From an optimization exercise on the open Yosys and OpenROAD flow, aimed at small area; shortcuts taken in it are not production practice.
Function was checked by simulation only, so behaviour that the tests miss may differ from the original.

## job 3252
## hsv_to_rgb_converter_unit
module hsv_to_rgb_converter_unit (
  input  wire logic                                 clk,
  input  wire logic                                 rst,
  input  wire logic                                 in_valid,
  output logic                                      in_stall,
  input  wire logic [hsv2rgb_pkg::HUE_BITS-1:0]     hue,
  input  wire logic [hsv2rgb_pkg::CHAN_BITS-1:0]    saturation,
  input  wire logic [hsv2rgb_pkg::CHAN_BITS-1:0]    value,
  output logic                                      out_valid,
  input  wire logic                                 out_stall,
  output logic [hsv2rgb_pkg::CHAN_BITS-1:0]         red,
  output logic [hsv2rgb_pkg::CHAN_BITS-1:0]         green,
  output logic [hsv2rgb_pkg::CHAN_BITS-1:0]         blue,
  output logic [3*hsv2rgb_pkg::CHAN_BITS-1:0]       packed_color
);
==> flow/config.mk <==
export PLATFORM = sky130hd
export DESIGN_NAME = hsv_to_rgb_converter_unit
export DESIGN_NICKNAME = hsv_to_rgb_converter_unit
export VERILOG_FILES = /design/flow/design.v
export SDC_FILE = /design/flow/constraint.sdc
export NUM_CORES = 4
export LEC_CHECK = 0
export ABC_AREA = 1
export CAP_MARGIN = 20
export CORE_MARGIN = 2
export CORE_UTILIZATION = 75
export CTS_BUF_LIST = sky130_fd_sc_hd__clkbuf_2 sky130_fd_sc_hd__clkbuf_4 sky130_fd_sc_hd__clkbuf_8
export GPL_TIMING_DRIVEN = 0
export SLEW_MARGIN = 20
==> flow/constraint.sdc <==
create_clock -name core_clock -period 7.5 [get_ports {clk}]
set_input_delay 1.5000 -clock core_clock [delete_from_list [all_inputs] [get_ports {clk}]]
set_output_delay 1.5000 -clock core_clock [all_outputs]
set_load 0.01 [all_outputs]
standard.sh (not shown) runs the stock make flow with config.mk's settings and CLKGATE_MAP_FILE= SYNTH_SCRIPT=/design/flow/synth_recipe.tcl, a recipe that flattens the netlist after the stock synthesis.
==> flow/flow/run.sh <==
#!/bin/bash
# Layout flow: the standard flow with two changes to synthesis and one
# to placement.
#  - Synthesis: Yosys's synth runs without its quick ABC pass (-noabc), so
#    the full adders written in the RTL reach extract_fa without inverted
#    polarities, and the final ABC mapping uses flow/area.abc (area-oriented
#    mapping). Registers, their names and cell types are unchanged.
#  - Ports are buffered with sky130_fd_sc_hd__buf_1, and the buffers that
#    synthesis puts between outputs sharing a net are buf_1 too.
# Each tool's output goes to the ORFS logs under orfs/logs; make's output to
# standard.log.
set -euo pipefail
WORK=$PWD
FLOW=$WORK/flow
{
  echo 'proc synth {args} { yosys synth -nofsm -noshare -noabc {*}$args }'
  echo 'proc abc {args} {'
  echo '  set i [lsearch $args -script]'
  echo "  if { \$i >= 0 } { set args [lreplace \$args \$i [expr {\$i + 1}] -script $FLOW/area.abc] }"
  echo '  yosys abc {*}$args'
  echo '}'
  tail -n +2 synth_recipe.tcl
} > my_synth.tcl
bash standard.sh SYNTH_SCRIPT=$WORK/my_synth.tcl \
  "BUFFER_PORTS_ARGS=-buffer_cell sky130_fd_sc_hd__buf_1" \
  "MIN_BUF_CELL_AND_PORTS=sky130_fd_sc_hd__buf_1 A X" finish > standard.log 2>&1
==> flow/flow/area.abc <==
strash
dch -f
amap
topo
Job 3252 | status: complete | timing, DRC, antenna: pass
What job 1717 does differently from job 3252 at the input level:
Settings: CAP_MARGIN now 0, was 20; SLEW_MARGIN now 0, was 20; GPL_TIMING_DRIVEN no longer set, was 0.
### Flow results
In summary, job 1717 completed successfully, with a layout that passed the timing, DRC and antenna checks. Reported for job 1717 and job 3252, share of synthesized cell area in and, or, nand and nor gates turned out identical to the last digit. From job 3252 to job 1717, compound-cell area share of the yosys netlist did not move at all. Job 1717 against job 3252: half-perimeter wire length after detailed placement went up by about 8%, buffer count excluding the clock tree in the final layout went down by 5, global-route usage went up by 2.4 points.
Edits applied to the flow inputs when going from job 1717 to job 8370:
Settings: SLEW_MARGIN: 0 -> 20; PLACE_DENSITY: unset -> 0.8; CAP_MARGIN: 0 -> 20.
==> comparison <==
In terms of clock-pin slew of the registers on the worst-case setup and hold paths, job 1717 and job 8370 differ only marginally.
Reported for job 1717 and job 8370, die height turned out identical to the last digit.
On number of buffers added by the clock tree synthesis step, job 8370 tracks job 1717 almost exactly.
Fraction of area in non-clock buffers delta (job 1717 -> job 8370): insignificant
As far as via count of the first global-routing pass goes, job 8370 and job 1717 are indistinguishable; the numbers are identical.
Delta (job 8370 minus job 1717): first-iteration DRC count level; average via count per standard cell barely changed; worst setup slack was more or less identical.

* * *

MS:
Starting RTL as in the previous note.
Settings: LEC_CHECK=0, ABC_AREA=1, CAP_MARGIN=20, CORE_MARGIN=2, CORE_UTILIZATION=75, CTS_BUF_LIST=sky130_fd_sc_hd__clkbuf_2 sky130_fd_sc_hd__clkbuf_4 sky130_fd_sc_hd__clkbuf_8, SLEW_MARGIN=20; clock period 7.5 ns.
==> flow/flow/area.abc <==
strash
dch -f
amap
topo
strash
dch -f
amap
topo
Scripts as last shown in full above: flow/flow/run.sh
No crash in MS: every stage finished, but the layout fails its final checks due to negative setup slack.
Input-level comparison between AL and MS:
==> flow/flow/area.abc <==
strash
dch -f
amap
topo
[summary]
Detailed route, AL vs MS: via total lower for AL. Setup slack improves in AL relative to MS. Comparing AL and MS, the higher share of the core filled with cells is on MS. | global router's overall resource usage | MS vs AL | ≈ equal |. AL: full flow OK, the timing, DRC and antenna checks passed.

* * *

Setup of job 7162:
Starting RTL as in the previous note.
==> flow/config.mk <==
export PLATFORM = sky130hd
export DESIGN_NAME = hsv_to_rgb_converter_unit
export DESIGN_NICKNAME = hsv_to_rgb_converter_unit
export VERILOG_FILES = /design/flow/design.v
export SDC_FILE = /design/flow/constraint.sdc
export NUM_CORES = 4
export LEC_CHECK = 0
export ABC_AREA = 1
export CAP_MARGIN = 20
export CORE_MARGIN = 2
export CORE_UTILIZATION = 85
export CTS_BUF_LIST = sky130_fd_sc_hd__clkbuf_2 sky130_fd_sc_hd__clkbuf_4 sky130_fd_sc_hd__clkbuf_8
export SLEW_MARGIN = 20
==> flow/constraint.sdc <==
create_clock -name core_clock -period 7.5 [get_ports {clk}]
set_input_delay 1.5000 -clock core_clock [delete_from_list [all_inputs] [get_ports {clk}]]
set_output_delay 1.5000 -clock core_clock [all_outputs]
set_load 0.01 [all_outputs]
==> flow/flow/area.abc <==
strash
dch -f
amap
topo
Scripts as last shown in full above: flow/flow/run.sh
Job 7162 terminated abnormally: 5_1_grt reported GRT-0116.
## Diff of input files: job 3069 against job 7162
diff --git a/flow/config.mk b/flow/config.mk
--- a/flow/config.mk
+++ b/flow/config.mk
@@ -10,3 +10,3 @@
 export CORE_MARGIN = 2
-export CORE_UTILIZATION = 85
+export CORE_UTILIZATION = 70
 export CTS_BUF_LIST = sky130_fd_sc_hd__clkbuf_2 sky130_fd_sc_hd__clkbuf_4 sky130_fd_sc_hd__clkbuf_8
### Flow results
Job 3069: full flow OK, the timing, DRC and antenna checks passed. Compared with job 7162, in job 3069 die boundary height +about 10%; number of port buffers level; boundary pin count barely changed.
diff inputs: job 3069 => job 2720
diff --git a/flow/config.mk b/flow/config.mk
--- a/flow/config.mk
+++ b/flow/config.mk
@@ -10,3 +10,3 @@
 export CORE_MARGIN = 2
-export CORE_UTILIZATION = 70
+export CORE_UTILIZATION = 80
 export CTS_BUF_LIST = sky130_fd_sc_hd__clkbuf_2 sky130_fd_sc_hd__clkbuf_4 sky130_fd_sc_hd__clkbuf_8
Findings:
- As the logs show, job 2720 stopped at 5_1_grt after a tool error, so it never reached the end of the flow.
- The worst-case setup slack after placement of job 2720 was inferior to that of job 3069.
- Post-synthesis share of cell area spent on xor and xnor gates across job 3069 and job 2720: no real change.
- Synthesized area came out exactly the same in job 3069 and job 2720.
- Total cell area at the placement stage of job 3069 is on par with job 2720.
- Initial core utilization in job 2720 is 11 points higher than in job 3069
- Job 2720 vs job 3069, cell count after placement went down by 0.96%.
- Summary of job 2720 over job 3069: half-perimeter wire length of the detailed placement result increased 9.3%; total clock sinks essentially unchanged; number of placement rows decreased 3; routability-driven placement congestion ratio increased 0.045.
### job 2720 -> job 7245
diff --git a/flow/config.mk b/flow/config.mk
--- a/flow/config.mk
+++ b/flow/config.mk
@@ -10,4 +10,6 @@
 export CORE_MARGIN = 2
-export CORE_UTILIZATION = 80
+export CORE_UTILIZATION = 75
 export CTS_BUF_LIST = sky130_fd_sc_hd__clkbuf_2 sky130_fd_sc_hd__clkbuf_4 sky130_fd_sc_hd__clkbuf_8
+export CTS_CLUSTER_DIAMETER = 100
+export CTS_CLUSTER_SIZE = 30
 export SLEW_MARGIN = 20
### Flow results
- Job 7245 has completed all stages; timing, DRC and antenna checks passed.
- Comparing job 2720 with job 7245, the post-detailed-placement cell area came out essentially unchanged.
- The post-cts gate resize count reported for job 7245 is smaller than that of job 2720 by 14.
- Diff job 2720..job 7245 | simple logic cell fraction of the synthesized area | unchanged
- Summary of job 7245 over job 2720: routability congestion estimate from global placement -0.032; area after synthesis saw little to no change.
- Standard-cell row count for job 7245: 2.7% up relative to job 2720

separate check: timing with driven ports:
How much do the figures lean on ideal ports? The routed layouts below were timed once more, with nothing changed but the port constraints. Step 1, drivers: a clkbuf_16 drives clk and a buf_2 each remaining input, both assumed. Step 2 adds t to the input delays and takes it off the output delays; t is the mean of the earliest and latest rising clock arrival at the registers after step 1. Input paths then give back, and output paths get back, about the clock's delay inside the block. a / b / c = no drivers / after step 1 / after step 2; a / b = the first two.
| run | shift t [ns] | setup WS [ns] | worst setup path at the end | worst register clock-pin slew, ns | worst data-port slew with drivers (ns) |
|---|---|---|---|---|---|
| job 3252 | 0.378 | 0.244 / 0.255 / -0.123 | input to register | 0.08 / 0.08 | 0.03 |
| job 1717 | 0.393 | 0.293 / 0.293 / 0.065 | input to register | 0.08 / 0.08 | 0.04 |
| job 8370 | 0.393 | 0.293 / 0.293 / 0.065 | input to register | 0.08 / 0.08 | 0.04 |
| MS | 0.404 | -0.123 / -0.123 / -0.123 | register to register | 0.09 / 0.09 | 0.04 |
| AL | 0.393 | 0.293 / 0.293 / 0.065 | input to register | 0.08 / 0.08 | 0.04 |
| job 3069 | 0.396 | 0.353 / 0.353 / 0.052 | input to register | 0.09 / 0.09 | 0.04 |
| job 7245 | 0.393 | 0.293 / 0.293 / 0.065 | input to register | 0.08 / 0.08 | 0.04 |
With both steps, setup timing fails in job 3252, where it was met with ideal ports. The setup slack of job 3252, which loses most, moves by +0.011 ns with the drivers and by -0.367 ns with both steps.
